Source: an optimization exercise on an open RTL-to-GDS flow (aim: small area). Production flows keep margins and buffers that such runs may drop. Function was checked by simulation only, so behaviour that the tests miss may differ from the original. Power is estimated from default activity; no workload was simulated.

==> flow/design.v <==
`default_nettype none
package calc_pkg;
    localparam logic [1:0] OP_ADD = 2'd0;
    localparam logic [1:0] OP_SUB = 2'd1;
    localparam logic [1:0] OP_MUL = 2'd2;
    localparam logic [1:0] OP_DIV = 2'd3;
    localparam logic [1:0] ST_IDLE   = 2'b00;
    localparam logic [1:0] ST_FIRST  = 2'b10;
    localparam logic [1:0] ST_SECOND = 2'b11;
    localparam logic [1:0] ST_RESULT = 2'b01;
endpackage
`default_nettype wire
`default_nettype none
module key_filter
(
    input  logic [7:0] key_byte,
    output logic       is_digit,
    output logic [3:0] digit,
    output logic       is_op,
    output logic [1:0] op,
    output logic       is_back,
    output logic       is_space,
    output logic       is_enter
);
    always_comb begin
        is_digit = 1'b0;
        digit    = 4'd0;
        is_op    = 1'b0;
        op       = 2'd0;
        is_back  = 1'b0;
        is_space = 1'b0;
        is_enter = 1'b0;
        case (key_byte)
            8'h70: begin is_digit = 1'b1; digit = 4'd0; end
            8'h69: begin is_digit = 1'b1; digit = 4'd1; end
            8'h72: begin is_digit = 1'b1; digit = 4'd2; end
            8'h7A: begin is_digit = 1'b1; digit = 4'd3; end
            8'h6B: begin is_digit = 1'b1; digit = 4'd4; end
            8'h73: begin is_digit = 1'b1; digit = 4'd5; end
            8'h74: begin is_digit = 1'b1; digit = 4'd6; end
            8'h6C: begin is_digit = 1'b1; digit = 4'd7; end
            8'h75: begin is_digit = 1'b1; digit = 4'd8; end
            8'h7D: begin is_digit = 1'b1; digit = 4'd9; end
            8'h79: begin is_op = 1'b1; op = calc_pkg::OP_ADD; end
            8'h7B: begin is_op = 1'b1; op = calc_pkg::OP_SUB; end
            8'h7C: begin is_op = 1'b1; op = calc_pkg::OP_MUL; end
            8'h4A: begin is_op = 1'b1; op = calc_pkg::OP_DIV; end
            8'h66: is_back  = 1'b1;
            8'h29: is_space = 1'b1;
            8'h5A: is_enter = 1'b1;
            default: ;
        endcase
    end
endmodule
`default_nettype wire
`default_nettype none
module bcd_add
(
    input  logic [3:0] a,
    input  logic [3:0] b,
    input  logic       ci,
    output logic [3:0] s,
    output logic       co
);
    logic [4:0] t;
    always_comb begin
        t  = {1'b0, a} + {1'b0, b} + {4'd0, ci};
        co = t[4] | (t[3] & (t[2] | t[1]));
        s  = co ? (t[3:0] + 4'd6) : t[3:0];
    end
endmodule
module bcd_dbl
(
    input  logic [3:0] a,
    input  logic       ci,
    output logic [3:0] s,
    output logic       co
);
    always_comb begin
        co   = a[3] | (a[2] & (a[1] | a[0]));
        s[0] = ci;
        s[3] = a[3] ? a[0] : (a[2] & ~a[1] & ~a[0]);
        s[2] = a[3] ? ~a[0] : (a[1] & (~a[2] | a[0]));
        s[1] = a[3] ? ~a[0] : (a[2] ? (a[1] & ~a[0]) : a[0]);
    end
endmodule
module bcd_half
(
    input  logic [3:0] a,
    input  logic       up,
    output logic [3:0] s
);
    always_comb begin
        s[3] = up & (a[3] | (a[2] & a[1]));
        s[2] = up ? ~(a[3] | (a[2] & a[1])) : a[3];
        s[1] = up ? (a[2] ^ a[1]) : a[2];
        s[0] = up ^ a[1];
    end
endmodule
module bcd_nines
(
    input  logic [3:0] a,
    output logic [3:0] s
);
    always_comb begin
        s[0] = ~a[0];
        s[1] = a[1];
        s[2] = a[2] ^ a[1];
        s[3] = ~(a[3] | a[2] | a[1]);
    end
endmodule
module bcd_cmp
(
    input  logic [3:0] a,
    input  logic [3:0] b,
    input  logic       bi,
    output logic       bo
);
    always_comb bo = (a < b) | ((a == b) & bi);
endmodule
`default_nettype wire
`default_nettype none
module display_sel
(
    input  logic [23:0] shown,
    output logic [41:0] seg
);
    wire [3:0] n0 = shown[3:0];
    wire [3:0] n1 = shown[7:4];
    wire [3:0] n2 = shown[11:8];
    wire [3:0] n3 = shown[15:12];
    wire [3:0] n4 = shown[19:16];
    wire [3:0] n5 = shown[23:20];
    assign seg[0] = (~n0[0] & ~n0[1] & n0[2]) | (n0[0] & ~n0[1] & ~n0[2] & ~n0[3]);
    assign seg[1] = (n0[0] & ~n0[1] & n0[2]) | (~n0[0] & n0[1] & n0[2]);
    assign seg[2] = (~n0[0] & n0[1] & ~n0[2]) | (n0[1] & n0[3]);
    assign seg[3] = (~n0[0] & ~n0[1] & n0[2]) | (n0[0] & n0[1] & n0[2]) | (n0[0] & ~n0[1] & ~n0[2] & ~n0[3]);
    assign seg[4] = (n0[0]) | (~n0[1] & n0[2]);
    assign seg[5] = (n0[0] & n0[1]) | (n0[1] & ~n0[2]) | (n0[0] & ~n0[2] & ~n0[3]);
    assign seg[6] = (n0[0] & n0[1] & n0[2]) | (~n0[1] & ~n0[2] & ~n0[3]);
    assign seg[7] = (~n1[0] & ~n1[1] & n1[2]) | (n1[0] & ~n1[1] & ~n1[2] & ~n1[3]);
    assign seg[8] = (n1[0] & ~n1[1] & n1[2]) | (~n1[0] & n1[1] & n1[2]);
    assign seg[9] = (~n1[0] & n1[1] & ~n1[2]);
    assign seg[10] = (~n1[0] & ~n1[1] & n1[2]) | (n1[0] & n1[1] & n1[2]) | (n1[0] & ~n1[1] & ~n1[2] & ~n1[3]);
    assign seg[11] = (n1[0]) | (~n1[1] & n1[2]);
    assign seg[12] = (n1[0] & n1[1]) | (n1[1] & ~n1[2]) | (n1[0] & ~n1[2] & ~n1[3]);
    assign seg[13] = (n1[0] & n1[1] & n1[2]) | (~n1[1] & ~n1[2] & ~n1[3]);
    assign seg[14] = (~n2[0] & ~n2[1] & n2[2]) | (n2[0] & ~n2[1] & ~n2[2] & ~n2[3]);
    assign seg[15] = (n2[0] & ~n2[1] & n2[2]) | (~n2[0] & n2[1] & n2[2]);
    assign seg[16] = (~n2[0] & n2[1] & ~n2[2]);
    assign seg[17] = (~n2[0] & ~n2[1] & n2[2]) | (n2[0] & n2[1] & n2[2]) | (n2[0] & ~n2[1] & ~n2[2] & ~n2[3]);
    assign seg[18] = (n2[0]) | (~n2[1] & n2[2]);
    assign seg[19] = (n2[0] & n2[1]) | (n2[1] & ~n2[2]) | (n2[0] & ~n2[2] & ~n2[3]);
    assign seg[20] = (n2[0] & n2[1] & n2[2]) | (~n2[1] & ~n2[2] & ~n2[3]);
    assign seg[21] = (~n3[0] & ~n3[1] & n3[2]) | (n3[0] & ~n3[1] & ~n3[2] & ~n3[3]);
    assign seg[22] = (n3[0] & ~n3[1] & n3[2]) | (~n3[0] & n3[1] & n3[2]);
    assign seg[23] = (~n3[0] & n3[1] & ~n3[2]);
    assign seg[24] = (~n3[0] & ~n3[1] & n3[2]) | (n3[0] & n3[1] & n3[2]) | (n3[0] & ~n3[1] & ~n3[2] & ~n3[3]);
    assign seg[25] = (n3[0]) | (~n3[1] & n3[2]);
    assign seg[26] = (n3[0] & n3[1]) | (n3[1] & ~n3[2]) | (n3[0] & ~n3[2] & ~n3[3]);
    assign seg[27] = (n3[0] & n3[1] & n3[2]) | (~n3[1] & ~n3[2] & ~n3[3]);
    assign seg[28] = (~n4[0] & ~n4[1] & n4[2]) | (n4[0] & ~n4[1] & ~n4[2] & ~n4[3]);
    assign seg[29] = (n4[0] & ~n4[1] & n4[2]) | (~n4[0] & n4[1] & n4[2]);
    assign seg[30] = (~n4[0] & n4[1] & ~n4[2]);
    assign seg[31] = (~n4[0] & ~n4[1] & n4[2]) | (n4[0] & n4[1] & n4[2]) | (n4[0] & ~n4[1] & ~n4[2] & ~n4[3]);
    assign seg[32] = (n4[0]) | (~n4[1] & n4[2]);
    assign seg[33] = (n4[0] & n4[1]) | (n4[1] & ~n4[2]) | (n4[0] & ~n4[2] & ~n4[3]);
    assign seg[34] = (n4[0] & n4[1] & n4[2]) | (~n4[1] & ~n4[2] & ~n4[3]);
    assign seg[35] = (~n5[0] & ~n5[1] & n5[2]) | (n5[1] & n5[3]) | (n5[0] & ~n5[1] & ~n5[2] & ~n5[3]);
    assign seg[36] = ~((~n5[0] & ~n5[1]) | (~n5[2]) | (n5[0] & n5[1] & ~n5[3]));
    assign seg[37] = (~n5[0] & n5[1] & ~n5[2]) | (n5[1] & n5[3]);
    assign seg[38] = (~n5[0] & ~n5[1] & n5[2]) | (n5[0] & n5[1] & n5[2]) | (n5[0] & ~n5[1] & ~n5[2] & ~n5[3]);
    assign seg[39] = (n5[0]) | (~n5[1] & n5[2]);
    assign seg[40] = (n5[0] & n5[1]) | (n5[1] & ~n5[2]) | (n5[0] & ~n5[2] & ~n5[3]);
    assign seg[41] = (~n5[1] & ~n5[2] & ~n5[3]) | (n5[0] & n5[1] & n5[2] & ~n5[3]);
endmodule
`default_nettype wire
`default_nettype none
module calc_top
(
    input  logic        clk,
    input  logic        iRST_n,
    input  logic [7:0]  key_byte,
    input  logic        key_valid,
    output logic [41:0] seg,
    output logic [23:0] display_bcd
);
    localparam logic [3:0] SQ_NONE  = 4'd0;
    localparam logic [3:0] SQ_ROT5  = 4'd1;    
    localparam logic [3:0] SQ_OPER  = 4'd2;    
    localparam logic [3:0] SQ_MOVE  = 4'd3;    
    localparam logic [3:0] SQ_CLEAR = 4'd4;    
    localparam logic [3:0] SQ_SWAP  = 4'd5;    
    localparam logic [3:0] SQ_SETUP = 4'd6;    
    localparam logic [3:0] SQ_P1    = 4'd7;    
    localparam logic [3:0] SQ_P2F   = 4'd8;    
    localparam logic [3:0] SQ_P2    = 4'd9;    
    localparam logic [3:0] SQ_FIN   = 4'd10;   
    localparam logic [3:0] SQ_A1    = 4'd11;   
    localparam logic [3:0] SQ_MUL   = 4'd13;   
    localparam logic [3:0] SQ_FMT   = 4'd14;   
    logic [23:0] dr, er, fr;
    logic [2:0]  ph;
    logic        act;
    logic [3:0]  seq;
    logic [1:0]  state;
    logic [1:0]  op;
    logic        skip;
    logic        err, sgn, odd_q;    
    logic        c_q, c_dbl;
    logic [4:0]  cnt;
    wire [3:0] d0 = dr[3:0];
    wire [3:0] e0 = er[3:0];
    wire [3:0] f0 = fr[3:0];
    wire [3:0] f1 = fr[7:4];
    wire       st0 = !ph[2] && !ph[0];
    wire       st5 = ph[2] && !ph[1];
    wire       running = (seq != SQ_NONE) && (st0 || act);
    wire       cnt_zero = (cnt == 5'd0);
    wire is_sub = (op == calc_pkg::OP_SUB);
    wire is_mul = (op == calc_pkg::OP_MUL);
    wire is_div = (op == calc_pkg::OP_DIV);
    logic       k_dig, k_op, k_back, k_space, k_enter;
    logic [3:0] k_digit;
    logic [1:0] k_opc;
    key_filter u_key_filter (
        .key_byte (key_byte),
        .is_digit (k_dig),
        .digit    (k_digit),
        .is_op    (k_op),
        .op       (k_opc),
        .is_back  (k_back),
        .is_space (k_space),
        .is_enter (k_enter)
    );
    wire take = key_valid && !skip && (key_byte != 8'hF0);
    wire d_hi_zero = (dr[23:20] == 4'd0);
    wire d_up_zero = d_hi_zero && (dr[19:4] == 16'd0);
    wire d_zero    = d_up_zero && (dr[3:0] == 4'd0);
    wire in_entry  = state[1];                   
    wire in_idle   = !state[1] && !state[0];
    wire in_first  = state[1] && !state[0];
    wire in_second = state[1] && state[0];
    wire in_result = !state[1] && state[0];
    wire ev_digit = take && k_dig && !in_result && d_hi_zero;
    wire ev_back  = take && k_back && in_entry;
    logic       x_inv, x_zero, y_src_d, y_inv, y_zero;
    logic [3:0] y_src, ax, ay, a_s, e0_n, y_n;
    logic       a_ci, a_co;
    logic [3:0] dd_s, fh_s;
    logic       dd_ci, dd_co;
    logic       cmp_bo;
    assign y_src = y_src_d ? d0 : f0;
    bcd_nines u_nx (.a(e0), .s(e0_n));
    bcd_nines u_ny (.a(y_src), .s(y_n));
    assign ax = x_zero ? 4'd0 : (x_inv ? e0_n : e0);
    assign ay = y_zero ? 4'd0 : (y_inv ? y_n : y_src);
    bcd_add  u_add (.a(ax), .b(ay), .ci(a_ci), .s(a_s), .co(a_co));
    bcd_dbl  u_dd (.a(d0), .ci(dd_ci), .s(dd_s), .co(dd_co));
    bcd_half u_fh (.a(f0), .up(!st5 && f1[0]), .s(fh_s));
    bcd_cmp  u_cmp (.a(e0), .b(dd_s), .bi(st0 ? 1'b0 : c_q), .bo(cmp_bo));
    logic       d_en;
    logic [3:0] d_in, e_in, f_in;
    logic       odd;
    logic       ci0;
    assign odd  = st0 ? f0[0] : odd_q;
    wire more = !cmp_bo && !dd_co;
    assign a_ci = st0 ? ci0 : c_q;
    always_comb begin
        d_en    = 1'b0;
        d_in    = 4'd0;
        e_in    = e0;
        f_in    = f0;
        x_inv   = 1'b0;
        x_zero  = 1'b0;
        y_src_d = 1'b0;
        y_inv   = 1'b0;
        y_zero  = 1'b0;
        ci0     = 1'b0;
        dd_ci   = st0 ? 1'b0 : c_dbl;
        if (running) begin
            case (seq)
                SQ_ROT5: begin
                    d_en = !st0;
                    d_in = d0;
                end
                SQ_OPER: begin
                    e_in = d0;
                    d_en = 1'b1;
                end
                SQ_MOVE: begin
                    d_en = 1'b1;
                    d_in = e0;
                end
                SQ_CLEAR: d_en = 1'b1;
                SQ_SWAP: begin
                    d_en = 1'b1;
                    d_in = e0;
                    e_in = d0;
                end
                SQ_SETUP: begin
                    f_in    = d0;
                    d_en    = 1'b1;
                    y_src_d = 1'b1;
                    y_inv   = 1'b1;
                    ci0     = 1'b1;
                    if (is_mul) begin
                        d_in = e0;           
                        e_in = 4'd0;
                    end else if (is_div) begin
                        d_in = dd_s;         
                    end else begin
                        d_in = d0;
                    end
                end
                SQ_P1: begin
                    f_in = d0;               
                    d_en = 1'b1;
                    d_in = dd_s;             
                end
                SQ_P2F, SQ_P2: begin
                    y_inv = !sgn;
                    ci0   = !sgn;
                    e_in  = a_s;
                    f_in  = cnt_zero ? f0 : fh_s;
                    d_en  = 1'b1;
                    if (seq == SQ_P2) begin
                        d_in  = dd_s;
                        dd_ci = st0 ? !sgn : c_dbl;
                    end
                end
                SQ_FIN: begin
                    y_zero = !sgn;
                    e_in   = a_s;
                    d_en   = 1'b1;
                    d_in   = dd_s;
                    dd_ci  = st0 ? !sgn : c_dbl;
                end
                SQ_A1: begin
                    if (is_sub) begin
                        x_inv = sgn;
                        y_inv = !sgn;
                        ci0   = 1'b1;
                    end
                    e_in = a_s;
                end
                SQ_MUL: begin
                    y_src_d = 1'b1;
                    y_zero  = !odd;
                    e_in    = a_s;
                    f_in    = fh_s;
                    d_en    = 1'b1;
                    d_in    = dd_s;
                end
                SQ_FMT: begin
                    d_en = 1'b1;
                    if (err)
                        d_in = st0 ? 4'hE : 4'h0;
                    else if (sgn && is_sub && st5)
                        d_in = 4'hF;
                    else
                        d_in = e0;
                end
                default: ;
            endcase
        end else begin
            if (ev_back) begin
                d_en = 1'b1;             
            end else if (ev_digit) begin
                d_in = k_digit;          
            end
        end
    end
    always_ff @(posedge clk) begin
        er <= {e_in, er[23:4]};
        fr <= {f_in, fr[23:4]};
        if (d_en)
            dr <= {d_in, dr[23:4]};
        else if (!running && ev_digit)
            dr[23:20] <= d_in;
    end
    always_ff @(posedge clk or negedge iRST_n) begin
        if (!iRST_n) begin
            ph    <= 3'd0;
            act   <= 1'b0;
            seq   <= SQ_CLEAR;
            state <= calc_pkg::ST_IDLE;
            op    <= calc_pkg::OP_ADD;
            skip  <= 1'b0;
        end else begin
            ph  <= {ph[1:0], !ph[2]};
            act <= running && !st5;
            if (key_valid)
                skip <= (key_byte == 8'hF0);
            if (running) begin
                if (st5) begin
                    case (seq)
                        SQ_SETUP: begin
                            if (is_mul)
                                seq <= SQ_MUL;
                            else if (is_div)
                                seq <= err ? SQ_FMT : (more ? SQ_P1 : SQ_P2F);
                            else
                                seq <= SQ_A1;
                        end
                        SQ_P1:  seq <= more ? SQ_P1 : SQ_P2F;
                        SQ_P2F, SQ_P2: seq <= cnt_zero ? SQ_FIN : SQ_P2;
                        SQ_A1:  seq <= SQ_FMT;
                        SQ_MUL: seq <= cnt_zero ? SQ_FMT : SQ_MUL;
                        default: seq <= SQ_NONE;
                    endcase
                end
            end else if (take) begin
                if (k_dig) begin
                    if (!in_result && d_hi_zero) begin
                        seq <= SQ_ROT5;
                        if (in_idle)
                            state <= calc_pkg::ST_FIRST;
                    end
                end else if (k_op) begin
                    if (in_first) begin
                        op    <= k_opc;
                        state <= calc_pkg::ST_SECOND;
                        seq   <= SQ_OPER;
                    end
                end else if (k_back) begin
                    if (in_first && d_up_zero)
                        state <= calc_pkg::ST_IDLE;
                    if (in_second && d_up_zero) begin
                        state <= calc_pkg::ST_FIRST;
                        op    <= calc_pkg::OP_ADD;
                        seq   <= SQ_MOVE;
                    end
                end else if (k_space) begin
                    if (in_result && is_div && !err)
                        seq <= SQ_SWAP;
                end else if (k_enter) begin
                    if (in_second) begin
                        state <= calc_pkg::ST_RESULT;
                        seq   <= SQ_SETUP;
                    end else begin
                        state <= calc_pkg::ST_IDLE;
                        op    <= calc_pkg::OP_ADD;
                        seq   <= SQ_CLEAR;
                    end
                end
            end
        end
    end
    always_ff @(posedge clk) begin
        c_q   <= (seq == SQ_P1 || (seq == SQ_SETUP && is_div)) ? cmp_bo : a_co;
        c_dbl <= dd_co;
    end
    always_ff @(posedge clk) begin
        if (!running) begin
            if (take && k_enter && in_second) begin
                err  <= is_div && d_zero;
                sgn  <= 1'b0;
                cnt  <= is_mul ? 5'd19 : 5'd0;
            end
        end else begin
            if (st0)
                odd_q <= f0[0];
            if (st5) begin
                case (seq)
                    SQ_SETUP: if (is_sub) sgn <= !a_co;
                    SQ_P1: cnt <= cnt + 5'd1;
                    SQ_P2F, SQ_P2: begin
                        sgn <= !a_co;
                        if (!cnt_zero)
                            cnt <= cnt - 5'd1;
                    end
                    SQ_A1: begin
                        if (is_sub)
                            err <= sgn && (a_s != 4'd0);
                        else
                            err <= a_co;
                    end
                    SQ_MUL: begin
                        cnt <= cnt - 5'd1;
                        if (a_co || (odd && sgn))
                            err <= 1'b1;
                        if (dd_co)
                            sgn <= 1'b1;
                    end
                    default: ;
                endcase
            end
        end
    end
    display_sel u_display_sel (
        .shown (dr),
        .seg   (seg)
    );
    assign display_bcd = dr;
endmodule
`default_nettype wire
==> flow/flow/run.sh <==
#!/bin/bash
# Own layout flow: the standard flow, with
#  - the combinational logic of the standard synthesis re-mapped by ABC for
#    area (every register kept as it is, by name and cell), and the result
#    checked against the standard netlist by a Yosys equivalence proof;
#  - ports buffered with the smallest buffer;
#  - a clock tree of smaller buffers without dummy loads.
# Each tool's output goes to a log file of its own in this folder.
set -euo pipefail
HERE=$(pwd)
R=$HERE/orfs/results/$FLOW_PLATFORM/calc_top/base
LIB=$FLOW_HOME/platforms/$FLOW_PLATFORM/lib/sky130_fd_sc_hd__tt_025C_1v80.lib
DONT_USE=$(sed -n '/DONT_USE_CELLS += /,/^$/p' $FLOW_HOME/platforms/$FLOW_PLATFORM/config.mk \
           | tr -d '\\' | sed 's/export DONT_USE_CELLS += //' | tr -s ' \n' ' ')

# 1. standard synthesis
bash standard.sh synth > 1_standard_synth.log 2>&1

# 2. area re-mapping of the combinational logic, kept only if proven equal
cp $R/1_2_yosys.v $HERE/synth_standard.v
export RS_LIB=$LIB RS_TOP=$FLOW_TOP RS_DONT_USE="$DONT_USE"
best=""
best_area=""
for s in $(ls $HERE/flow/*.abc | sort); do
  n=$(basename $s .abc)
  ( RS_IN=$HERE/synth_standard.v RS_OUT=$HERE/resyn_$n.v RS_SCRIPT=$s \
      timeout 1200 yosys -c $HERE/flow/resyn.tcl > 2_resyn_$n.log 2>&1 &&
    EQ_A=$HERE/synth_standard.v EQ_B=$HERE/resyn_$n.v \
      timeout 1200 yosys -c $HERE/flow/eqv.tcl > 2_equiv_$n.log 2>&1 &&
    touch $HERE/resyn_$n.ok ) || true &
done
wait
for s in $(ls $HERE/flow/*.abc | sort); do
  n=$(basename $s .abc)
  if [[ -f $HERE/resyn_$n.ok ]]; then
    a=$(awk '/Chip area/ {print $NF}' $HERE/resyn_$n.v.stat)
    echo "$n $a" >> 2_resyn_areas.log
    if [[ -z "$best" ]] || awk -v a="$a" -v b="$best_area" 'BEGIN {exit !(a < b)}'; then
      best=$n; best_area=$a
    fi
  else
    echo "$n failed" >> 2_resyn_areas.log
  fi
done
std_area=$(awk '/Chip area/ {print $NF}' $R/../../../../reports/$FLOW_PLATFORM/calc_top/base/synth_stat.txt)
echo "standard $std_area, best ${best:-none} ${best_area:-}" >> 2_resyn_areas.log
if [[ -n "$best" ]] && awk -v a="$best_area" -v b="$std_area" 'BEGIN {exit !(a < b)}'; then
  cp $HERE/resyn_$best.v $R/1_2_yosys.v
  touch $R/1_2_yosys.v
fi

# 3. the rest of the standard flow
export BUFFER_PORTS_ARGS="-buffer_cell sky130_fd_sc_hd__buf_1"
export CTS_ARGS="$(cat $HERE/flow/cts_args.txt)"
bash standard.sh finish > 3_standard_finish.log 2>&1
==> flow/flow/cts_args.txt <==
-sink_clustering_enable -repair_clock_nets -dont_use_dummy_load -buf_list sky130_fd_sc_hd__clkbuf_8
==> flow/flow/eqv.tcl <==
yosys -import
set lib $::env(RS_LIB)
read_liberty -ignore_miss_func $lib
read_verilog $::env(EQ_A)
yosys rename $::env(RS_TOP) gold
read_verilog $::env(EQ_B)
yosys rename $::env(RS_TOP) gate
flatten gold gate
yosys rename -hide w:_*
opt_clean
async2sync
equiv_make gold gate equiv
hierarchy -top equiv
equiv_simple -seq 2
equiv_induct -seq 2
equiv_status -assert
==> flow/flow/resyn.tcl <==
# Re-map the combinational logic of a mapped sky130hd netlist for area.
# Flip-flops (and every other sequential cell) stay as they are, by name.
# usage: yosys -c resyn.tcl  (env: RS_IN, RS_OUT, RS_LIB, RS_TOP, RS_SCRIPT)
yosys -import
set lib $::env(RS_LIB)
set dont_use {}
foreach c [split $::env(RS_DONT_USE)] { if {$c ne ""} { lappend dont_use -dont_use $c } }
read_liberty -ignore_miss_func $lib
# sequential cells and tie cells stay black boxes
read_verilog $::env(RS_IN)
hierarchy -top $::env(RS_TOP)
set seq {}
foreach m [split [string trim [tee -q -s result.string select -list-mod =*]] "\n"] {
  if {$m eq $::env(RS_TOP)} continue
  if {[regexp {conb|dfxtp|dfrtp|dfstp|edfxtp|dfrbp|dfsbp|dfbbp|dfbbn|dfrtn|dfxbp|edfxbp|dlx|dlr|dlclkp|sdlclkp|sdf|sedf} $m]} { lappend seq $m }
}
foreach m $seq { blackbox =$m }
flatten
opt -purge
abc -script $::env(RS_SCRIPT) -liberty $lib {*}$dont_use
opt_clean -purge
hilomap -singleton -hicell sky130_fd_sc_hd__conb_1 HI -locell sky130_fd_sc_hd__conb_1 LO
splitnets
opt_clean -purge
tee -o $::env(RS_OUT).stat stat -liberty $lib
write_verilog -noattr -noexpr -nohex -nodec $::env(RS_OUT)
==> flow/flow/s1.abc <==
strash; &get -n; &deepsyn -T 60 -S 1; &put; dch -f; amap; strash; &get -n; &deepsyn -T 60 -S 2; &put; dch -f; amap; topo
==> flow/flow/s2.abc <==
strash; &get -n; &deepsyn -T 60 -S 3; &put; dch -f; amap; strash; &get -n; &deepsyn -T 60 -S 4; &put; dch -f; map -a; topo
==> flow/flow/s3.abc <==
strash; dc2; &get -n; &deepsyn -T 60 -S 5; &put; dch -f; amap; strash; &get -n; &deepsyn -T 60 -S 6; &put; &get -n; &st; &dch -f; &nf -a -R 100; &put; topo
==> flow/flow/s4.abc <==
strash; dc2; balance; rewrite -z; refactor -z; rewrite -z; dch -f; amap; strash; dc2; balance; rewrite -z; refactor -z; rewrite -z; dch -f; amap; topo
==> flow/standard.sh <==
#!/bin/bash
# synth_recipe.tcl (not shown) runs the flow's synth.tcl, then flattens the netlist and writes it again
# the make line also repeats each setting of config.mk as NAME=value (left out here)
make -C /OpenROAD-flow-scripts/flow DESIGN_CONFIG=/design/flow/config.mk WORK_HOME=/design/flow/orfs CLKGATE_MAP_FILE= SYNTH_SCRIPT=/design/flow/synth_recipe.tcl "${@:-finish}"
==> flow/config.mk <==
export PLATFORM = sky130hd
export DESIGN_NAME = calc_top
export DESIGN_NICKNAME = calc_top
export VERILOG_FILES = /design/flow/design.v
export SDC_FILE = /design/flow/constraint.sdc
export NUM_CORES = 4
export LEC_CHECK = 0
export CAP_MARGIN = 20
export CORE_MARGIN = 2
export CORE_UTILIZATION = 60
export SLEW_MARGIN = 20
==> flow/constraint.sdc <==
create_clock -name core_clock -period 80.0 [get_ports {clk}]
set_input_delay 16.0000 -clock core_clock [delete_from_list [all_inputs] [get_ports {clk}]]
set_output_delay 16.0000 -clock core_clock [all_outputs]
set_load 0.01 [all_outputs]
==> reports/qor.txt, run 1 <==
Worst slew pin tran - 816 ps
HP Class - flip-flop to flip-flop
Die Ht - 89.8 um
Area growth, synth to finish - 12.2%
Status - finished clean
PwrDens - 16.9 mW/mm^2
RSZ-0062 raised after global routing - no
Clock Skews - 32.3 ps
CP required - 64000 ps
Ys Warns - 7
Commonest non-fill, non-tap cell in the layout - buf_1
Crit path to - seg[3]
Number of antenna violations at the first check in global routing - 0
Layout cells sized above 1 - 1.96%
Buf+Inv Stages, Crit Path - 2
H-tree depth - 3
Die Area - 0.00807 sq mm
Placed Cells - 652
Starting Density - 61.6%
I/O pin count - 77
Number of I/O port buffers - 76
Tot GR Track Use - 27.1%
Fmax - 55.4 MHz
Critical path depth in cells - 5
First-iteration detailed-routing DRC count - 365
Reg2reg path depth - 16
Crit path launch - dr[0]$_DFFE_PP_
Slew margin rel. - 45.1%
Clock latency on the worst-skew pair - 370 ps
Pre-antenna DRT Iters - 5
CP top delay family - flip-flops
Hold Violations, Final - 0
Setup crit start kind - flip-flop
Total number of vias - 3897
WL per Instance - 16.1 um
Pins Over Slew Limit - 0
Vias per inst - 5.90
Max-Cap Viols - 0
Finished Layout Cells - 661
Num CTS Buffers - 9
Ant diodes - 0
CP max-delay cell - edfxtp_1
DP Wirelength - 7.97 mm
Root Buffer - clkbuf_8
Vias in the first global route - 3642
Syn_area_per_cell - 9.28 sq um
Fin nets - 575
Die width - 89.8 um
Final setup viols - 0
Row count - 31
Most frequent cells in the layout - buf_1 (76), nand2_1 (65), nor2_1 (58)
Maximum VDD drop - 0.00960 mV
Worst-path clk slew - 110 ps
Resize count post-CTS - 0
DR DRC count - 0
Reg2reg start - ph[2]$_DFF_PN0_
TritonCTS clock tree - yes
Core Box Area - 0.00718 sq mm
Gr ovfl total - 0
DRT Wirelength - 10.6 mm
Hold Startpoint - er[13]$_DFF_P_
Hold buffers post-CTS - 0
First-pass GRT wire length - 17.7 mm
Clock sinks - 95
CP max stage delay - 570 ps
TNS Setup - 0 ps
CP Cell Sequence - clkinv_1, or3_1, a21oi_1, nand2b_1, buf_1
R2R Setup Slk - 75100 ps
FF-to-FF End - err$_DFFE_PP_
Antenna Violating Nets Remaining - 0
Crit. End Element - output port
Leak - 1.84 nW
Pin count of the biggest net entering global routing - 22
Post-layout min period - 18050 ps
Placer Congestion - 0.954
Arr. time, crit path - 2050 ps
Max FO, Critical Path - 8
Syn Inst Count - 476
Mapped cell area - 0.00442 sq mm
Net count after synthesis - 487
Crit Path Class - flip-flop to output port
Clock Tree Buf Depth - 2
Total power - 0.0838 mW
Tcrit/Tclk final - 22.6%
# Post-CTS Setup Buffers - 0
==> through the flow <==
stage | hold WS (ps) | instance area [sq um] | utilization [%] | setup slack (ps)
after CTS | 307 | 4960 | 69.1 | 61950
final | 305 | 4960 | 69.1 | 61950
after global placement | 310 | 4840 | 67.4 | 61810
after global routing | 313 | 4960 | 69.1 | 61730
after floorplan | 310 | 4420 | - | 62390
after detailed placement | 312 | 4840 | 67.4 | 61750
==> registers in the layout, summed over array words and instances, names as in the netlist <==
register	count
skip	1
c_dbl	1
ph	3
op	2
sgn	1
state	2
er	24
dr	24
act	1
seq	4
cnt	5
fr	24
err	1
odd_q	1
c_q	1
==> cell type report <==
type                    count  area [sq um]
flip-flops and latches     95          2290
fillers                   579          2220
multi-input cells         364          2070
repair buffers             77           293
clock buffers               9           124
well taps                  99           124
inverters                  17          63.8
==> power breakdown <==
part	switching (mW)	internal [mW]
Combinational	0.00446	0.00230
Clock	0.0146	0.0101
Sequential	0.00134	0.0510
==> metal layers <==
layer	GRT usage (%)	part of all wire (%)	vias to the layer above	routed length, um
li1	-	-	1909	-
met1	37.7	45	1813	4830
met2	43.0	46	159	4930
met3	4.78	6.5	16	687
met4	10.0	1.9	0	203
met5	0	0	-	0
==> worst min-delay path by stage <==
| stage | endpoint | slack, ps | cells past startpoint |
|---|---|---|---|
| finish | er[9]$_DFF_P_ | 300 | 0 |
| global route | er[9]$_DFF_P_ | 310 | 0 |
| CTS | er[17]$_DFF_P_ | 310 | 0 |
| detailed placement | fr[13]$_DFF_P_ | 310 | 0 |
| global placement | fr[14]$_DFF_P_ | 310 | 0 |
| floorplan | er[0]$_DFF_P_ | 310 | 0 |
==> run 2: changes to the inputs <==
--- a/flow/design.v
+++ b/flow/design.v
@@ -244,13 +244,12 @@
     wire in_result = !state[1] && state[0];
     wire ev_digit = take && k_dig && !in_result && d_hi_zero;
     wire ev_back  = take && k_back && in_entry;
-    logic       x_inv, x_zero, y_src_d, y_inv, y_zero;
+    logic       x_inv, x_zero, y_src_d, y_src_dd, y_inv, y_zero;
     logic [3:0] y_src, ax, ay, a_s, e0_n, y_n;
     logic       a_ci, a_co;
     logic [3:0] dd_s, fh_s;
     logic       dd_ci, dd_co;
-    logic       cmp_bo;
-    assign y_src = y_src_d ? d0 : f0;
+    assign y_src = y_src_dd ? dd_s : (y_src_d ? d0 : f0);
     bcd_nines u_nx (.a(e0), .s(e0_n));
     bcd_nines u_ny (.a(y_src), .s(y_n));
     assign ax = x_zero ? 4'd0 : (x_inv ? e0_n : e0);
@@ -258,13 +257,12 @@
     bcd_add  u_add (.a(ax), .b(ay), .ci(a_ci), .s(a_s), .co(a_co));
     bcd_dbl  u_dd (.a(d0), .ci(dd_ci), .s(dd_s), .co(dd_co));
     bcd_half u_fh (.a(f0), .up(!st5 && f1[0]), .s(fh_s));
-    bcd_cmp  u_cmp (.a(e0), .b(dd_s), .bi(st0 ? 1'b0 : c_q), .bo(cmp_bo));
     logic       d_en;
     logic [3:0] d_in, e_in, f_in;
     logic       odd;
     logic       ci0;
     assign odd  = st0 ? f0[0] : odd_q;
-    wire more = !cmp_bo && !dd_co;
+    wire more = a_co && !dd_co;
     assign a_ci = st0 ? ci0 : c_q;
     always_comb begin
         d_en    = 1'b0;
@@ -274,6 +272,7 @@
         x_inv   = 1'b0;
         x_zero  = 1'b0;
         y_src_d = 1'b0;
+        y_src_dd = 1'b0;
         y_inv   = 1'b0;
         y_zero  = 1'b0;
         ci0     = 1'b0;
@@ -308,12 +307,16 @@
                         d_in = e0;           
                         e_in = 4'd0;
                     end else if (is_div) begin
-                        d_in = dd_s;         
+                        d_in     = dd_s;     
+                        y_src_dd = 1'b1;
                     end else begin
                         d_in = d0;
                     end
                 end
                 SQ_P1: begin
+                    y_src_dd = 1'b1;         
+                    y_inv    = 1'b1;
+                    ci0      = 1'b1;
                     f_in = d0;               
                     d_en = 1'b1;
                     d_in = dd_s;             
@@ -448,7 +451,7 @@
         end
     end
     always_ff @(posedge clk) begin
-        c_q   <= (seq == SQ_P1 || (seq == SQ_SETUP && is_div)) ? cmp_bo : a_co;
+        c_q   <= a_co;
         c_dbl <= dd_co;
     end
     always_ff @(posedge clk) begin
==> flow/flow/s5.abc (new file) <==
strash; &get -n; &deepsyn -T 60 -S 21; &put; dch -f; amap; strash; &get -n; &deepsyn -T 60 -S 22; &put; dch -f; amap; topo
==> flow/flow/s6.abc (new file) <==
strash; dc2; &get -n; &deepsyn -T 60 -S 25; &put; dch -f; amap; strash; &get -n; &deepsyn -T 60 -S 26; &put; dch -f; amap; topo
==> flow/flow/s7.abc (new file) <==
strash; &get -n; &deepsyn -T 120 -S 31; &put; dch -f; amap; topo
==> run 2 against run 1 <==
Against the previous run: still clean on timing, DRC and antenna; worst hold slack improved by 7.8 ps; synthesized area shrank 1.2%; setup slack better by 3.1 ps; register-to-register slack got worse by 1300 ps; critical endpoint is now seg[6].
==> reports/qor.txt, run 2 <==
First-iteration detailed-routing DRC count - 348 (-4.7%)
Area growth, synth to finish - 12.7%
Ant diodes - 0 (unchanged)
TNS Setup - 0 ps (unchanged)
Worst-path clk slew - 90 ps (-20 ps)
I/O pin count - 77 (unchanged)
Layout cells sized above 1 - 2.14% (+0.18 points)
DRT Wirelength - 11.5 mm (+8.0%)
First-pass GRT wire length - 17.7 mm (+0.36%)
Leak - 1.71 nW (-6.7%)
Syn_area_per_cell - 8.38 sq um (-9.8%)
Die Area - 0.00797 sq mm (-1.2%)
Pre-antenna DRT Iters - 5 (unchanged)
Final setup viols - 0 (unchanged)
Total net switching power - 0.0314 mW (+54%)
Vias in the first global route - 3711 (+1.9%)
CP dominant cell by count - clkinv_1
Antenna Violating Nets Remaining - 0 (unchanged)
CP max-delay cell - edfxtp_1
Most frequent cells in the layout - nor2_1 (103), clkinv_1 (86), buf_1 (76)
Worst slew pin tran - 882 ps (+66.1 ps)
Clock latency on the worst-skew pair - 360 ps (about the same)
Starting Density - 61.2% (-0.44 points)
Pin count of the biggest net entering global routing - 22 (unchanged)
Tcrit/Tclk final - 22.6% (about the same)
Crit path launch - dr[0]$_DFFE_PP_
Logic pwr share - 20.4% (+12 points)
Setup crit start kind - flip-flop
DR DRC count - 0 (unchanged)
Gr ovfl total - 0 (unchanged)
Reg2reg path depth - 27 (+11)
Min-Delay Path Depth - 0 (unchanged)
Internal power - 0.0696 mW (+9.7%)
Clock share of power - 24.1% (-5.4 points)
Tot GR Track Use - 29.4% (+2.3 points)
Switching Share - 31.1% (+6.7 points)
Fin nets - 621 (+8.0%)
Mapped cell area - 0.00436 sq mm (-1.2%)
# Post-CTS Setup Buffers - 0 (unchanged)
Die width - 89.3 um (-0.60%)
Root Buffer - clkbuf_8
Ys Warns - 6 (-1)
DP Wirelength - 8.92 mm (+12%)
Fmax - 55.4 MHz (about the same)
Num CTS Buffers - 9 (unchanged)
Max FO, Critical Path - 8 (unchanged)
Pins Over Slew Limit - 0 (unchanged)
Hold buffers post-CTS - 0 (unchanged)
Reg2reg start - seq[2]$_DFFE_PN1P_
Total number of vias - 4198 (+7.7%)
Core Box Area - 0.00714 sq mm (-0.54%)
Resize count post-CTS - 0 (unchanged)
TritonCTS clock tree - yes
R2R Setup Slk - 73790 ps (-1310 ps)
Row count - 31 (unchanged)
Buf+Inv Stages, Crit Path - 3 (+1)
Hold Violations, Final - 0 (unchanged)
Crit Path Class - flip-flop to output port
PwrDens - 20.5 mW/mm^2 (+21%)
Max-Cap Viols - 0 (unchanged)
HP Class - flip-flop to flip-flop
Vias per inst - 5.94 (+0.71%)
H-tree depth - 3 (unchanged)
FF-to-FF End - err$_DFFE_PP_
Critical path depth in cells - 5 (unchanged)
CP top delay family - buffers and inverters
Clock Tree Buf Depth - 2 (unchanged)
RSZ-0062 raised after global routing - no
WL per Instance - 16.3 um (+1.0%)
Slew margin rel. - 40.7% (-4.4 points)
Post-layout min period - 18050 ps (-3.10 ps)
Crit. End Element - output port
Maximum VDD drop - 0.0115 mV (+20%)
CP max stage delay - 560 ps (about the same)
Syn Inst Count - 521 (+9.5%)
CP Cell Sequence - clkinv_1, nor2_1, clkinv_1, o21ai_0, buf_1
Commonest non-fill, non-tap cell in the layout - nor2_1
Status - finished clean
Top flop regs - dr (24), er (24), fr (24)
Crit path to - seg[6]
Placer Congestion - 1.02 (+6.7%)
Post-place instance area - 0.00480 sq mm (-0.83%)
Number of I/O port buffers - 76 (unchanged)
Clock Skews - 27.5 ps (-4.74 ps)
Die Ht - 89.3 um (-0.60%)
Arr. time, crit path - 2050 ps (about the same)
Clock sinks - 95 (unchanged)
Number of antenna violations at the first check in global routing - 0 (unchanged)
Sequential power share - 55.6% (-6.8 points)
Design area - 0.00492 sq mm (-0.81%)
CP required - 64000 ps (about the same)
Net count after synthesis - 532 (+9.2%)
run 2: cell types whose count changed in the layout (fill, tap and decap cells not counted), sizes merged, moves of 10 or more:
| cell | change |
|---|---|
| clkinv | +69 |
| nand2 | -30 |
| nand2b | -16 |
| nor2 | +45 |
| o221ai | +10 |
| o22ai | +11 |
| xnor2 | -11 |
run 2: how the worst min path moves through the flow:
stage	to	startpoint	slack [ps]
floorplan	er[0]$_DFF_P_	er[4]$_DFF_P_	310
global placement	fr[9]$_DFF_P_	fr[13]$_DFF_P_	310
detailed placement	er[19]$_DFF_P_	er[23]$_DFF_P_	310
CTS	er[19]$_DFF_P_	er[23]$_DFF_P_	310
global route	fr[4]$_DFF_P_	fr[8]$_DFF_P_	320
finish	er[19]$_DFF_P_	er[23]$_DFF_P_	310
run 2: final cells by class:
cell class	count	area (sq um)
timing repair buffer	78	300
inverter	86	323
multi-input combinational	340	1760
clock buffer	9	124
tap	99	124
fill	582	2220
sequential	95	2290
run 2: power groups by stage:
stage / logic, mW / registers, mW / clock network, mW
floorplan: 0.0127 / 0.0569 / 0
global placement: 0.0197 / 0.0570 / 0
detailed placement: 0.0201 / 0.0571 / 0
CTS: 0.0203 / 0.0560 / 0.0244
global route: 0.0227 / 0.0565 / 0.0260
finish: 0.0206 / 0.0561 / 0.0243
run 2: layer usage:
metal | share of wire, % | vias up | wire length, um | track usage (%)
li1 | - | 2010 | - | -
met1 | 41 | 1948 | 4760 | 37.6
met2 | 49 | 209 | 5600 | 49.8
met3 | 7.7 | 31 | 884 | 6.37
met4 | 2.2 | 0 | 258 | 9.63
met5 | 0 | - | 0 | 0
run 2: stage by stage:
step	worst slack [ps]	util [%]	cells	total power, mW	hold slack (ps)
finish	61950	68.9	707	0.101	312
global route	61720	68.9	707	0.105	324
CTS	62050	68.9	707	0.101	312
detailed placement	61780	67.2	698	0.0772	313
global placement	61780	67.2	698	0.0767	310
floorplan	61590	-	521	0.0696	310
run 2: worst reg2reg max path, cell delays in order, from the launching register on:
cell and delay, ps:
dfstp_2 600, clkinv_1 260, nor2_1 370, clkinv_1 150, nor2_1 170, clkinv_1 140
nor2_1 300, clkinv_1 300, o21ai_0 230, clkinv_1 260, nor2_1 240, nand2_1 70
o21ai_0 130, o21ai_0 170, nand2_1 110, o221ai_1 140, o21ai_0 280, o21ai_0 180
and3_1 200, nor2_1 130, and2_0 240, nor2_1 60, nor2_1 290, clkinv_1 220
a22oi_1 250, a41o_1 230, o2111ai_1 110, o21a_1 130
==> run 3: changes to the inputs <==
--- a/flow/design.v
+++ b/flow/design.v
@@ -187,18 +187,16 @@
 );
     localparam logic [3:0] SQ_NONE  = 4'd0;
     localparam logic [3:0] SQ_ROT5  = 4'd1;    
-    localparam logic [3:0] SQ_OPER  = 4'd2;    
-    localparam logic [3:0] SQ_MOVE  = 4'd3;    
-    localparam logic [3:0] SQ_CLEAR = 4'd4;    
-    localparam logic [3:0] SQ_SWAP  = 4'd5;    
-    localparam logic [3:0] SQ_SETUP = 4'd6;    
-    localparam logic [3:0] SQ_P1    = 4'd7;    
+    localparam logic [3:0] SQ_CLEAR = 4'd5;    
+    localparam logic [3:0] SQ_SWAP  = 4'd3;    
+    localparam logic [3:0] SQ_SETUP = 4'd7;    
+    localparam logic [3:0] SQ_P1    = 4'd10;   
     localparam logic [3:0] SQ_P2F   = 4'd8;    
-    localparam logic [3:0] SQ_P2    = 4'd9;    
-    localparam logic [3:0] SQ_FIN   = 4'd10;   
-    localparam logic [3:0] SQ_A1    = 4'd11;   
-    localparam logic [3:0] SQ_MUL   = 4'd13;   
-    localparam logic [3:0] SQ_FMT   = 4'd14;   
+    localparam logic [3:0] SQ_P2    = 4'd12;    
+    localparam logic [3:0] SQ_FIN   = 4'd13;   
+    localparam logic [3:0] SQ_A1    = 4'd9;   
+    localparam logic [3:0] SQ_MUL   = 4'd14;   
+    localparam logic [3:0] SQ_FMT   = 4'd6;   
     logic [23:0] dr, er, fr;
     logic [2:0]  ph;
     logic        act;
@@ -283,15 +281,10 @@
                     d_en = !st0;
                     d_in = d0;
                 end
-                SQ_OPER: begin
-                    e_in = d0;
-                    d_en = 1'b1;
-                end
-                SQ_MOVE: begin
+                SQ_CLEAR: begin
                     d_en = 1'b1;
-                    d_in = e0;
+                    e_in = 4'd0;
                 end
-                SQ_CLEAR: d_en = 1'b1;
                 SQ_SWAP: begin
                     d_en = 1'b1;
                     d_in = e0;
@@ -306,9 +299,6 @@
                     if (is_mul) begin
                         d_in = e0;           
                         e_in = 4'd0;
-                    end else if (is_div) begin
-                        d_in     = dd_s;     
-                        y_src_dd = 1'b1;
                     end else begin
                         d_in = d0;
                     end
@@ -401,8 +391,6 @@
                         SQ_SETUP: begin
                             if (is_mul)
                                 seq <= SQ_MUL;
-                            else if (is_div)
-                                seq <= err ? SQ_FMT : (more ? SQ_P1 : SQ_P2F);
                             else
                                 seq <= SQ_A1;
                         end
@@ -424,7 +412,7 @@
                     if (in_first) begin
                         op    <= k_opc;
                         state <= calc_pkg::ST_SECOND;
-                        seq   <= SQ_OPER;
+                        seq   <= SQ_SWAP;      
                     end
                 end else if (k_back) begin
                     if (in_first && d_up_zero)
@@ -432,7 +420,7 @@
                     if (in_second && d_up_zero) begin
                         state <= calc_pkg::ST_FIRST;
                         op    <= calc_pkg::OP_ADD;
-                        seq   <= SQ_MOVE;
+                        seq   <= SQ_SWAP;      
                     end
                 end else if (k_space) begin
                     if (in_result && is_div && !err)
@@ -440,7 +428,7 @@
                 end else if (k_enter) begin
                     if (in_second) begin
                         state <= calc_pkg::ST_RESULT;
-                        seq   <= SQ_SETUP;
+                        seq   <= !is_div ? SQ_SETUP : (d_zero ? SQ_FMT : SQ_P1);
                     end else begin
                         state <= calc_pkg::ST_IDLE;
                         op    <= calc_pkg::OP_ADD;
@@ -459,7 +447,7 @@
             if (take && k_enter && in_second) begin
                 err  <= is_div && d_zero;
                 sgn  <= 1'b0;
-                cnt  <= is_mul ? 5'd19 : 5'd0;
+                cnt  <= is_mul ? 5'd19 : 5'd31;      
             end
         end else begin
             if (st0)
==> flow/flow/s2.abc (replaced) <==
strash; &get -n; &deepsyn -T 60 -S 41; &put; dch -f; amap; strash; &get -n; &deepsyn -T 60 -S 42; &put; dch -f; amap; topo
==> flow/flow/s4.abc (replaced) <==
strash; dc2; &get -n; &deepsyn -T 60 -S 45; &put; dch -f; amap; strash; &get -n; &deepsyn -T 60 -S 46; &put; &get -n; &st; &dch -f; &nf -a -R 100; &put; topo
==> flow/flow/s7.abc (replaced) <==
strash; &get -n; &deepsyn -T 60 -S 51; &put; dch -f; amap; strash; &get -n; &deepsyn -T 60 -S 52; &put; dch -f; amap; topo
==> run 3 against run 2 <==
Against the previous run: setup slack got worse by 160 ps; design area decreased by 0.33%; register-to-register slack got worse by 130 ps; critical path depth increased by 7; sequential cell count unchanged; die area decreased by 0.11%.
==> reports/qor.txt, run 3 <==
Fin nets - 607 (-2.3%)
Leak - 1.66 nW (-3.1%)
CP max-delay cell - nor3_1
Arr. time, crit path - 18450 ps (+16400 ps)
Met1 Track Usage GR - 39.4% (+1.9 points)
CP max stage delay - 350 ps (-210 ps)
Area growth, synth to finish - 12.5%
WHS - 314 ps (+2.04 ps)
Hold Violations, Final - 0 (unchanged)
Hold buffers post-CTS - 0 (unchanged)
Place WS - 61430 ps (-350 ps)
DRT Wirelength - 11.3 mm (-2.0%)
Setup crit start kind - primary input
Vias in the first global route - 3571 (-3.8%)
Ant diodes - 0 (unchanged)
GRT busiest layer - met2
Syn_area_per_cell - 8.58 sq um (+2.4%)
Most frequent cells in the layout - nor2_1 (91), clkinv_1 (83), buf_1 (76)
Total number of vias - 4120 (-1.9%)
Syn Inst Count - 508 (-2.5%)
Final setup viols - 0 (unchanged)
Die width - 89.2 um (about the same)
Max-Cap Viols - 0 (unchanged)
Placer Congestion - 0.939 (-7.7%)
Antenna Violating Nets Remaining - 0 (unchanged)
Crit Path Class - primary input to flip-flop
Resize count post-CTS - 0 (unchanged)
Core Box Area - 0.00714 sq mm (unchanged)
Clock Skews - 26.1 ps (-1.45 ps)
Final worst slack - 61790 ps (-163 ps)
Layout cells sized above 1 - 2.19% (+0.050 points)
Gr ovfl total - 0 (unchanged)
Min-Delay Path Depth - 0 (unchanged)
CP Cell Sequence - buf_1, nor2_1, clkinv_1, o41ai_1, nor3_1, clkinv_1, or2_0, o21ai_0, o21ai_0, nand4_1, o21ai_0, o32a_1
WL per Instance - 16.3 um (about the same)
Row count - 31 (unchanged)
H-tree depth - 3 (unchanged)
Status - finished clean
Maximum VDD drop - 0.0130 mV (+13%)
Number of I/O port buffers - 76 (unchanged)
Clock latency on the worst-skew pair - 370 ps (about the same)
Post-layout min period - 18210 ps (+163 ps)
Net count after synthesis - 519 (-2.4%)
CP dominant cell by count - o21ai_0
# Post-CTS Setup Buffers - 0 (unchanged)
Pin count of the biggest net entering global routing - 22 (unchanged)
Die Area - 0.00796 sq mm (-0.11%)
Max FO, Critical Path - 7 (-1)
Tot GR Track Use - 29.0% (-0.38 points)
Pre-antenna DRT Iters - 5 (unchanged)
Fmax - 54.9 MHz (-0.90%)
Pins Over Slew Limit - 0 (unchanged)
Finished Layout Cells - 693 (-2.0%)
Worst-path clk slew - 90 ps (about the same)
Die Ht - 89.2 um (about the same)
Number of antenna violations at the first check in global routing - 0 (unchanged)
CP top delay family - simple AND/OR/NAND/NOR gates
Commonest non-fill, non-tap cell in the layout - nor2_1
Mapped cell area - 0.00436 sq mm (-0.11%)
GRT met3 Usage - 5.82% (-0.55 points)
Worst slew pin tran - 1250 ps (+371 ps)
Top flop regs - dr (24), er (24), fr (24)
DR DRC count - 0 (unchanged)
Tcrit/Tclk final - 22.8% (+0.20 points)
TritonCTS clock tree - yes
Reg2reg path depth - 27 (unchanged)
HP Class - flip-flop to flip-flop
Critical path depth in cells - 12 (+7)
TNS Setup - 0 ps (unchanged)
Ys Warns - 6 (unchanged)
Root Buffer - clkbuf_8
Num CTS Buffers - 9 (unchanged)
PwrDens - 19.5 mW/mm^2 (-4.8%)
Slew margin rel. - 14.3% (-26 points)
CP required - 80240 ps (+16240 ps)
Placed Cells - 684 (-2.0%)
DP Wirelength - 8.65 mm (-3.0%)
Clock Tree Buf Depth - 2 (unchanged)
Met2 Track Usage GR - 46.6% (-3.2 points)
RSZ-0062 raised after global routing - no
First-iteration detailed-routing DRC count - 288 (-17%)
Buf+Inv Stages, Crit Path - 3 (unchanged)
Crit. End Element - flip-flop
Starting Density - 61.1% (-0.070 points)
Clock sinks - 95 (unchanged)
I/O pin count - 77 (unchanged)
Vias per inst - 5.95 (+0.12%)
First-pass GRT wire length - 17.5 mm (-1.4%)
run 3: worst register-to-register path, delay by kind of cell (launching register included):
family	cells	cell delay (ps)
AOI/OAI and AO/OA	12	2610
buffers and inverters	4	830
DFF	1	610
and+or+nand+nor	11	2140
run 3: area by class of cell:
type                       instances  area, sq um
clock buffer                       9          124
tap                               99          124
inverter                          83          312
sequential                        95         2290
fill                             640         2230
timing repair buffer              77          293
multi-input combinational        330         1760
run 3: path summary, 6_finish.rpt:
path	start	to	slack [ps]
max	key_byte[0]	seq[3]$_DFFE_PN0P_	61790
min	er[18]$_DFF_P_	er[14]$_DFF_P_	310
max reg2reg	seq[2]$_DFFE_PN1P_	err$_DFFE_PP_	73660
min reg2reg	er[18]$_DFF_P_	er[14]$_DFF_P_	310
max in group asynchronous	iRST_n	seq[1]$_DFFE_PN0P_	63830
min in group asynchronous	iRST_n	skip$_DFFE_PN0P_	15690
run 3: power breakdown:
part / total, mW / internal, mW / leakage (nW) / switching [mW]
logic: 0.0154 / 0.00461 / 0.734 / 0.0108
registers: 0.0563 / 0.0541 / 0.861 / 0.00223
clock network: 0.0241 / 0.0101 / 0.0647 / 0.0140
run 3: routing by layer:
| layer | routed length, um | vias up |
|---|---|---|
| met3 | 678 | 28 |
| li1 | - | 1994 |
| met5 | 0 | - |
| met2 | 5300 | 169 |
| met1 | 5020 | 1929 |
| met4 | 274 | 0 |
run 3: per-stage QoR:
stage                     instance area [sq um]  util [%]  total power, mW
final                                      4900      68.7           0.0958
after global routing                       4900      68.7            0.100
after CTS                                  4900      68.7           0.0960
after detailed placement                   4780      67.0           0.0725
after global placement                     4780      67.0           0.0719
after floorplan                            4360         -           0.0670
==> run 4: changes to the inputs <==
--- a/flow/design.v
+++ b/flow/design.v
@@ -194,7 +194,8 @@
     localparam logic [3:0] SQ_P2F   = 4'd8;    
     localparam logic [3:0] SQ_P2    = 4'd12;    
     localparam logic [3:0] SQ_FIN   = 4'd13;   
-    localparam logic [3:0] SQ_A1    = 4'd9;   
+    localparam logic [3:0] SQ_A1    = 4'd9;    
+    localparam logic [3:0] SQ_NEG   = 4'd11;   
     localparam logic [3:0] SQ_MUL   = 4'd14;   
     localparam logic [3:0] SQ_FMT   = 4'd6;   
     logic [23:0] dr, er, fr;
@@ -291,17 +292,10 @@
                     e_in = d0;
                 end
                 SQ_SETUP: begin
-                    f_in    = d0;
-                    d_en    = 1'b1;
-                    y_src_d = 1'b1;
-                    y_inv   = 1'b1;
-                    ci0     = 1'b1;
-                    if (is_mul) begin
-                        d_in = e0;           
-                        e_in = 4'd0;
-                    end else begin
-                        d_in = d0;
-                    end
+                    f_in = d0;
+                    d_en = 1'b1;
+                    d_in = e0;
+                    e_in = 4'd0;
                 end
                 SQ_P1: begin
                     y_src_dd = 1'b1;         
@@ -330,13 +324,21 @@
                     dd_ci  = st0 ? !sgn : c_dbl;
                 end
                 SQ_A1: begin
+                    d_en    = 1'b1;
+                    d_in    = d0;
+                    y_src_d = 1'b1;
                     if (is_sub) begin
-                        x_inv = sgn;
-                        y_inv = !sgn;
+                        y_inv = 1'b1;
                         ci0   = 1'b1;
                     end
                     e_in = a_s;
                 end
+                SQ_NEG: begin
+                    x_inv  = 1'b1;
+                    y_zero = 1'b1;
+                    ci0    = 1'b1;
+                    e_in   = a_s;
+                end
                 SQ_MUL: begin
                     y_src_d = 1'b1;
                     y_zero  = !odd;
@@ -378,7 +380,6 @@
             act   <= 1'b0;
             seq   <= SQ_CLEAR;
             state <= calc_pkg::ST_IDLE;
-            op    <= calc_pkg::OP_ADD;
             skip  <= 1'b0;
         end else begin
             ph  <= {ph[1:0], !ph[2]};
@@ -388,15 +389,11 @@
             if (running) begin
                 if (st5) begin
                     case (seq)
-                        SQ_SETUP: begin
-                            if (is_mul)
-                                seq <= SQ_MUL;
-                            else
-                                seq <= SQ_A1;
-                        end
+                        SQ_SETUP: seq <= SQ_MUL;
                         SQ_P1:  seq <= more ? SQ_P1 : SQ_P2F;
                         SQ_P2F, SQ_P2: seq <= cnt_zero ? SQ_FIN : SQ_P2;
-                        SQ_A1:  seq <= SQ_FMT;
+                        SQ_A1:  seq <= (is_sub && !a_co) ? SQ_NEG : SQ_FMT;
+                        SQ_NEG: seq <= SQ_FMT;
                         SQ_MUL: seq <= cnt_zero ? SQ_FMT : SQ_MUL;
                         default: seq <= SQ_NONE;
                     endcase
@@ -410,7 +407,6 @@
                     end
                 end else if (k_op) begin
                     if (in_first) begin
-                        op    <= k_opc;
                         state <= calc_pkg::ST_SECOND;
                         seq   <= SQ_SWAP;      
                     end
@@ -419,7 +415,6 @@
                         state <= calc_pkg::ST_IDLE;
                     if (in_second && d_up_zero) begin
                         state <= calc_pkg::ST_FIRST;
-                        op    <= calc_pkg::OP_ADD;
                         seq   <= SQ_SWAP;      
                     end
                 end else if (k_space) begin
@@ -428,10 +423,14 @@
                 end else if (k_enter) begin
                     if (in_second) begin
                         state <= calc_pkg::ST_RESULT;
-                        seq   <= !is_div ? SQ_SETUP : (d_zero ? SQ_FMT : SQ_P1);
+                        if (is_mul)
+                            seq <= SQ_SETUP;
+                        else if (is_div)
+                            seq <= d_zero ? SQ_FMT : SQ_P1;
+                        else
+                            seq <= SQ_A1;
                     end else begin
                         state <= calc_pkg::ST_IDLE;
-                        op    <= calc_pkg::OP_ADD;
                         seq   <= SQ_CLEAR;
                     end
                 end
@@ -439,6 +438,10 @@
         end
     end
     always_ff @(posedge clk) begin
+        if (take && k_op && in_first)
+            op <= k_opc;
+    end
+    always_ff @(posedge clk) begin
         c_q   <= a_co;
         c_dbl <= dd_co;
     end
@@ -454,7 +457,6 @@
                 odd_q <= f0[0];
             if (st5) begin
                 case (seq)
-                    SQ_SETUP: if (is_sub) sgn <= !a_co;
                     SQ_P1: cnt <= cnt + 5'd1;
                     SQ_P2F, SQ_P2: begin
                         sgn <= !a_co;
@@ -463,10 +465,11 @@
                     end
                     SQ_A1: begin
                         if (is_sub)
-                            err <= sgn && (a_s != 4'd0);
+                            sgn <= !a_co;
                         else
                             err <= a_co;
                     end
+                    SQ_NEG: err <= (a_s != 4'd0);
                     SQ_MUL: begin
                         cnt <= cnt - 5'd1;
                         if (a_co || (odd && sgn))
==> run 4 against run 3 <==
Against the previous run: still clean; register-to-register slack worse by 70 ps; sequential power is 58% higher; clock skew is 9.1 ps higher; synthesized area is 0.60% lower; power is 140% higher; combinational power grew to 7.6 times the previous value; die area is 0.57% lower; sequential share of layout area is 0.46 points higher; synthesized cell count is 2.0% lower; largest power group is now combinational logic; highest routed layer unchanged.
==> reports/qor.txt, run 4 <==
Tot GR Track Use - 27.3% (-1.7 points)
Layout cells sized above 1 - 2.23% (+0.037 points)
Worst-path clk slew - 100 ps (about the same)
DR DRC count - 0 (unchanged)
Total power - 0.230 mW (+140%)
Tcrit/Tclk final - 23.2% (+0.47 points)
Placer Congestion - 0.962 (+2.4%)
CP top delay family - compound AO/OA/AOI/OAI gates
Final worst slack - 61410 ps (-372 ps)
Syn Inst Count - 498 (-2.0%)
Post-place instance area - 0.00475 sq mm (-0.55%)
Net count after synthesis - 509 (-1.9%)
Hold Violations, Final - 0 (unchanged)
Die Ht - 89.0 um (-0.29%)
Num CTS Buffers - 9 (unchanged)
First-iteration detailed-routing DRC count - 311 (+8.0%)
Gr ovfl total - 0 (unchanged)
First-pass GRT wire length - 16.5 mm (-5.4%)
RSZ-0062 raised after global routing - no
Setup crit start kind - primary input
Internal power - 0.124 mW (+80%)
Syn_area_per_cell - 8.70 sq um (+1.4%)
Pre-antenna DRT Iters - 5 (unchanged)
Ant diodes - 0 (unchanged)
Row count - 30 (-3.2%)
CP max-delay cell - o311ai_0
Clock sinks - 95 (unchanged)
Design area - 0.00488 sq mm (-0.54%)
Clock latency on the worst-skew pair - 360 ps (about the same)
CP max stage delay - 680 ps (+330 ps)
Clock Skews - 35.1 ps (+9.05 ps)
Vias in the first global route - 3455 (-3.2%)
# Post-CTS Setup Buffers - 0 (unchanged)
Clock share of power - 10.3% (-15 points)
Starting Density - 62.7% (+1.7 points)
Commonest non-fill, non-tap cell in the layout - nor2_1
Placed Cells - 671 (-1.9%)
Top flop regs - dr (24), er (24), fr (24)
HP Class - flip-flop to flip-flop
DRT Wirelength - 10.5 mm (-6.6%)
Critical path depth in cells - 13 (+1)
TNS Setup - 0 ps (unchanged)
Clock Tree Buf Depth - 2 (unchanged)
Crit Path Class - primary input to flip-flop
Ys Warns - 6 (unchanged)
# fillers - 536 (-16%)
Place WS - 61150 ps (-276 ps)
Pin count of the biggest net entering global routing - 22 (unchanged)
Max-Cap Viols - 0 (unchanged)
Min-Delay Path Depth - 0 (unchanged)
WL per Instance - 15.5 um (-4.8%)
Buf+Inv Stages, Crit Path - 3 (unchanged)
Core Box Area - 0.00691 sq mm (-3.2%)
Reg2reg path depth - 28 (+3.7%)
Die width - 89.0 um (-0.29%)
I/O pin count - 77 (unchanged)
Mapped cell area - 0.00433 sq mm (-0.60%)
Switching Share - 46.0% (+18 points)
Total net switching power - 0.106 mW (+290%)
Resize count post-CTS - 0 (unchanged)
CP Cell Sequence - buf_1, clkinv_1, nor3_1, nand4_1, o32ai_1, nand2_1, nor2_1, nor3_1, o311ai_0, clkinv_1, nor2_1, o21a_1, o21ai_0
H-tree depth - 3 (unchanged)
Fin nets - 597 (-1.6%)
Pins Over Slew Limit - 0 (unchanged)
Leak - 1.71 nW (+2.8%)
Area growth, synth to finish - 12.6% (about the same)
PwrDens - 47.1 mW/mm^2 (+140%)
Hold buffers post-CTS - 0 (unchanged)
Crit. End Element - flip-flop
Fmax - 53.8 MHz (-2.0%)
Final setup viols - 0 (unchanged)
Slew margin rel. - 45.6% (+31 points)
DP Wirelength - 8.11 mm (-6.2%)
Logic pwr share - 50.9% (+35 points)
Antenna Violating Nets Remaining - 0 (unchanged)
Most frequent cells in the layout - nor2_1 (80), buf_1 (76), clkinv_1 (73)
Die Area - 0.00792 sq mm (-0.57%)
Worst slew pin tran - 806 ps (-447 ps)
Max FO, Critical Path - 4 (-3)
Sequential power share - 38.8% (-20 points)
Number of antenna violations at the first check in global routing - 0 (unchanged)
Vias per inst - 5.89 (-0.88%)
Arr. time, crit path - 18800 ps (+350 ps)
Total number of vias - 4007 (-2.7%)
Number of I/O port buffers - 76 (unchanged)
Root Buffer - clkbuf_8
Status - finished clean
CP required - 80220 ps (-20 ps)
Maximum VDD drop - 0.0222 mV (+71%)
Post-layout min period - 18590 ps (+372 ps)
Finished Layout Cells - 680 (-1.9%)
TritonCTS clock tree - yes
[run 4: metrics by stage]
stage	utilization (%)	hold WS [ps]
finish	70.6	311
global route	70.6	315
CTS	70.6	309
detailed placement	68.8	312
global placement	68.8	309
floorplan	-	310
[run 4: layout make-up]
cell class | count | area (sq um) | area share, %
multi-input combinational | 330 | 1770 | 36.2
timing repair buffer | 77 | 293 | 6.00
tap | 96 | 120 | 2.46
inverter | 73 | 274 | 5.62
clock buffer | 9 | 124 | 2.54
sequential | 95 | 2300 | 47.2
[run 4: worst paths after layout]
check	start	slack [ps]	end
hold / removal	fr[13]$_DFF_P_	310	fr[9]$_DFF_P_
setup reg to reg	ph[0]$_DFF_PN0_	73590	seq[0]$_DFFE_PN1P_
setup / recovery	key_byte[3]	61410	seq[1]$_DFFE_PN0P_
max in group asynchronous	iRST_n	63990	seq[3]$_DFFE_PN0P_
min in group asynchronous	iRST_n	15630	ph[2]$_DFF_PN0_
hold reg to reg	fr[13]$_DFF_P_	310	fr[9]$_DFF_P_
[run 4: routing by layer]
layer  GRT usage, %  vias up  wire length, um
li1               -     1965                -
met1           37.1     1869             4620
met2           43.5      155             5030
met3           6.83       18              707
met4           8.55        0              171
met5              0        -                0
[run 4: power groups by stage]
stage | Combinational, mW | Clock (mW) | Sequential, mW
6_report | 0.117 | 0.0237 | 0.0892
4_1_cts | 0.115 | 0.0244 | 0.0891
5_1_grt | 0.132 | 0.0262 | 0.0919
2_1_floorplan | 0.0787 | 0 | 0.0880
3_5_place_dp | 0.114 | 0 | 0.0898
3_3_place_gp | 0.112 | 0 | 0.0890

-- what the ideal ports hide --
No port has a modelled driver above. Below, the same layouts with a new extraction and two added sets of constraints. Step 1, drivers: a clkbuf_16 drives clk and a buf_2 each remaining input, both assumed. Step 2 also shifts input and output timing later by t, the mid clock arrival at the registers, as if the neighbouring blocks saw the same clock. a / b / c = no drivers / after step 1 / after step 2; a / b = the first two.
| run | shift t [ns] | setup slack, ns | slew at the worst register clock pin (ns) | pins driven straight from the clock port |
|---|---|---|---|---|
| run 1 | 0.386 | 61.946 / 61.909 / 61.692 | 0.11 / 0.11 | 1 |
| run 2 | 0.385 | 61.949 / 61.915 / 61.754 | 0.09 / 0.09 | 1 |
| run 3 | 0.387 | 61.786 / 61.799 / 61.412 | 0.09 / 0.09 | 1 |
| run 4 | 0.372 | 61.414 / 61.419 / 61.047 | 0.10 / 0.10 | 1 |
After both steps setup and hold are still met in every run listed. The setup slack of run 3, which loses most, moves by +0.013 ns with the drivers and by -0.374 ns with both steps.
